Background: an optimization exercise with open tools, aiming at small area, a short achievable clock period and few clock cycles per item. Do not read the settings as production practice. The RTL was checked by simulation tests, not by an equivalence proof against the original design.

== main ==
## ldpc_decoder_top
module ldpc_decoder_top #(
    parameter int NUM_ITER_MAX = 10
) (
    input  logic               clk,
    input  logic               rst_n,
    input  logic               in_req,
    input  logic [1:0]         in_col,
    input  ldpc_pkg::llr_vec_t in_llr,
    input  ldpc_pkg::iter_t    max_iter,
    output logic               in_ack,
    input  logic               out_ack,
    output logic               out_req,
    output logic [31:0]        decoded,
    output ldpc_pkg::iter_t    iterations_used,
    output logic               decode_success,
    output logic [15:0]        cycle_count
);
Size in the first run: about 10000 cells after synthesis, roughly 700 flip-flops, roughly 110 I/O pins, about 0.086 sq mm of cells after synthesis.
export LEC_CHECK = 0
export CAP_MARGIN = 20
export CORE_MARGIN = 2
export CORE_UTILIZATION = 40
export SLEW_MARGIN = 20
create_clock -name core_clock -period 15.0 [get_ports {clk}]
run.sh (not shown) runs the stock make flow with config.mk's settings and CLKGATE_MAP_FILE= SYNTH_SCRIPT=/design/flow/synth_recipe.tcl, a recipe that flattens the netlist after the stock synthesis.
main ran to completion and came out clean on the timing, design-rule and antenna checks.
Testbench counts of main, summed over its fixed seeds: cycles 13,953, frames 1,200.
## Diff of input files: the feature branch against main
Settings: ABC_AREA: unset -> 1.
==> notes.md <==
The feature branch has worst hold path stage count above what main had.
The feature branch vs. main: shortest clock period the worst path allows after layout now smaller; aggregate routed wire length went down about 1.4%; worst setup margin now larger; number of vias per cell now sits lower.


Another version of the RTL of ldpc_decoder_top (not shown whole).
Size: ~12000 cells after synthesis, about 1600 flip-flops, roughly 110 I/O pins, roughly 89000 sq um of cells after synthesis.
// ldpc_decoder_top
module ldpc_decoder_top #(
    parameter int NUM_ITER_MAX = 10
) (
    input  logic               clk,
    input  logic               rst_n,
    input  logic               in_req,
    input  logic [1:0]         in_col,
    input  ldpc_pkg::llr_vec_t in_llr,
    input  ldpc_pkg::iter_t    max_iter,
    output logic               in_ack,
    input  logic               out_ack,
    output logic               out_req,
    output logic [31:0]        decoded,
    output ldpc_pkg::iter_t    iterations_used,
    output logic               decode_success,
    output logic [15:0]        cycle_count
);
Settings: LEC_CHECK=0, ABC_AREA=1, CAP_MARGIN=20, CORE_MARGIN=2, CORE_UTILIZATION=75, CTS_CLUSTER_DIAMETER=100, CTS_CLUSTER_SIZE=25, SLEW_MARGIN=20; clock period 15.0 ns.
standard.sh (not shown) runs the stock make flow with config.mk's settings and CLKGATE_MAP_FILE= SYNTH_SCRIPT=/design/flow/synth_recipe.tcl, a recipe that flattens the netlist after the stock synthesis.
==> flow/flow/run.sh <==
#!/bin/bash
# Layout flow: the standard flow, with the port buffers made of
# sky130_fd_sc_hd__buf_4 instead of the default (slower) delay buffer.
set -euo pipefail
export BUFFER_PORTS_ARGS="-buffer_cell sky130_fd_sc_hd__buf_4"
bash standard.sh > standard_flow.log 2>&1
The starting point produced a clean layout.
Testbench counts at the start, summed over its fixed seeds: cycles 13,359, frames 1,200.
Next try:
- CORE_UTILIZATION: 75 -> 65
The new run finished clean.
Maximum frequency stays flat.
First-iteration DRC count falls by 17%.
Next try:
- CTS_CLUSTER_DIAMETER: 100 -> unset
- CTS_CLUSTER_SIZE: 25 -> unset
The changed run completed with no timing, DRC or antenna violations.
Wire length goes up by 2.7%.
Cell area goes up by about 4.3%.
Cell count goes up by about 1.5%.
Next try:
==> flow/flow/run.sh (replaced) <==
#!/bin/bash
# Layout flow: the standard flow, with the port buffers made of
# sky130_fd_sc_hd__buf_4 instead of the default (slower) delay buffer,
# and timing repair asked to aim well below the clock period (the
# constraints themselves are unchanged).
set -euo pipefail
export BUFFER_PORTS_ARGS="-buffer_cell sky130_fd_sc_hd__buf_4"
export SETUP_SLACK_MARGIN=10.8
bash standard.sh > standard_flow.log 2>&1
Clock skew stays flat.
Final area is about the same.
Routed wire length came out higher by 0.59%.
Hold slack improves by 0.0035 ns.
Worst setup slack improved by 0.034 ns.


== the previous run ==
ldpc_decoder_top, a different RTL version from the one above (not shown whole).
For scale: roughly 11000 cells after synthesis, roughly 700 flip-flops.
Settings: LEC_CHECK=0, ABC_AREA=1, CAP_MARGIN=20, CORE_MARGIN=2, CORE_UTILIZATION=40, SLEW_MARGIN=20; clock period 15.0 ns.
run.sh (not shown) runs the stock make flow with config.mk's settings and CLKGATE_MAP_FILE= SYNTH_SCRIPT=/design/flow/synth_recipe.tcl, a recipe that flattens the netlist after the stock synthesis.
Stock flow here: none of the scripts above is used.
Testbench counts of the previous run, summed over its fixed seeds: cycles 13,953, frames 1,200.
Relative to the previous run, the following input files were edited for the current run:
- ABC_AREA: 1 -> unset
The current run vs the previous run — maximum number of pins on one net before global-route repair rose 37%.
The current run: clock network contribution to total cell area lower than the previous run
Of the current run and the previous run, the previous run shows the higher global-route usage, with the current run below it.
The previous run reports its combinational family with the most area after synthesis as simple AND/OR/NAND/NOR gates while the current run reports compound AO/OA/AOI/OAI gates.
On proportion of cell area occupied by multi-input gates, the higher figure sits with the current run, not the previous run.
Against the previous run, combined area of all synthesized cells in the current run rose by a few percent.
Post-detailed-routing wire length of the current run exceeds that of the previous run by a few percent.
Diff the previous run..the current run | summed negative setup slack over all endpoints | unchanged
| count of buffer and inverter cells on the critical path | the current run vs the previous run | 5 lower |
The lower global-route track usage on met3 of the current run and the previous run is in the previous run.


## rev 12
ldpc_decoder_top, a different RTL version from the one above (not shown whole).
Size in the first run: about 12000 cells after synthesis, about 1600 flip-flops, about 0.089 sq mm of cells after synthesis.
clock: 15.0 ns
lec_check: 0
abc_area: 1
cap_margin: 20
core_margin: 2
core_utilization: 65
slew_margin: 20
The final layout from rev 12, which completed every stage, passed the timing, design-rule and antenna checks at the end of the flow.
Testbench counts of rev 12, summed over its fixed seeds: cycles 13,359, frames 1,200.
--- input diff rev 12..rev 13 ---
==> flow/flow/run.sh (new file) <==
#!/bin/bash
# Layout flow: the standard flow, with the port buffers made of
# sky130_fd_sc_hd__buf_4 instead of the default (slower) delay buffer.
set -euo pipefail
export BUFFER_PORTS_ARGS="-buffer_cell sky130_fd_sc_hd__buf_4"
bash standard.sh > standard_flow.log 2>&1
==> flow/standard.sh (new file) <==
#!/bin/bash
# synth_recipe.tcl (not shown) runs the flow's synth.tcl, then flattens the netlist and writes it again
# the make line also repeats each setting of config.mk as NAME=value (left out here)
make -C /OpenROAD-flow-scripts/flow DESIGN_CONFIG=/design/flow/config.mk WORK_HOME=/design/flow/orfs CLKGATE_MAP_FILE= SYNTH_SCRIPT=/design/flow/synth_recipe.tcl "${@:-finish}"
removed: flow/run.sh
==> comparison <==
[compare] base=rev 12 new=rev 13: global routing usage on met1 up 0.18 points.
Compared to rev 12, the router laid down more metal wire for rev 13.
Rev 13 ended up with a higher wire length of the first global-routing pass than rev 12 did.
The standard cells in rev 13 occupy less silicon area than those in rev 12 do.

==> separate check: timing with driven ports <==
In the flow no input, the clock included, has a driving cell. The finished layouts below were timed again as built, in two steps.
Step 1 assumes that a clkbuf_16 drives the clock port and a buf_2 every other input.
Step 2 also shifts input and output timing later by t, the mid clock arrival at the registers, as if the neighbouring blocks saw the same clock.
Three values: ideal, step 1, step 2; two values: the first two.
| run | t (ns) | setup WS [ns] | worst hold slack (ns) | worst setup path after step 2 | worst slew at a driven data input, ns |
|---|---|---|---|---|---|
| main | 0.837 | 5.696 / 5.696 / 5.696 | 0.408 / 0.408 / 0.408 | register to register | 0.06 |
| the feature branch | 0.822 | 7.075 / 7.075 / 7.075 | 0.397 / 0.397 / 0.397 | register to register | 0.28 |
| the first run of note 2 | 0.797 | 10.713 / 10.630 / 10.871 | 0.331 / 0.331 / 0.331 | register to register | 0.11 |
| the second run of note 2 | 0.821 | 10.701 / 10.610 / 10.879 | 0.323 / 0.323 / 0.323 | register to register | 0.07 |
| the third run of note 2 | 0.912 | 10.601 / 10.511 / 10.753 | 0.282 / 0.282 / 0.282 | register to register | 0.07 |
| the fourth run of note 2 | 0.914 | 10.635 / 10.544 / 10.778 | 0.285 / 0.285 / 0.285 | register to register | 0.07 |
| the previous run | 0.790 | 6.352 / 6.352 / 6.352 | 0.404 / 0.404 / 0.404 | register to register | 0.16 |
| the current run | 0.773 | 3.940 / 3.940 / 3.940 | 0.418 / 0.418 / 0.418 | register to register | 0.21 |
| rev 12 | 0.895 | 10.229 / 10.149 / 10.762 | 0.320 / 0.320 / 0.320 | register to register | 0.08 |
| rev 13 | 0.891 | 10.599 / 10.512 / 10.900 | 0.318 / 0.318 / 0.318 | register to register | 0.16 |
After both steps every run listed still meets setup and hold.
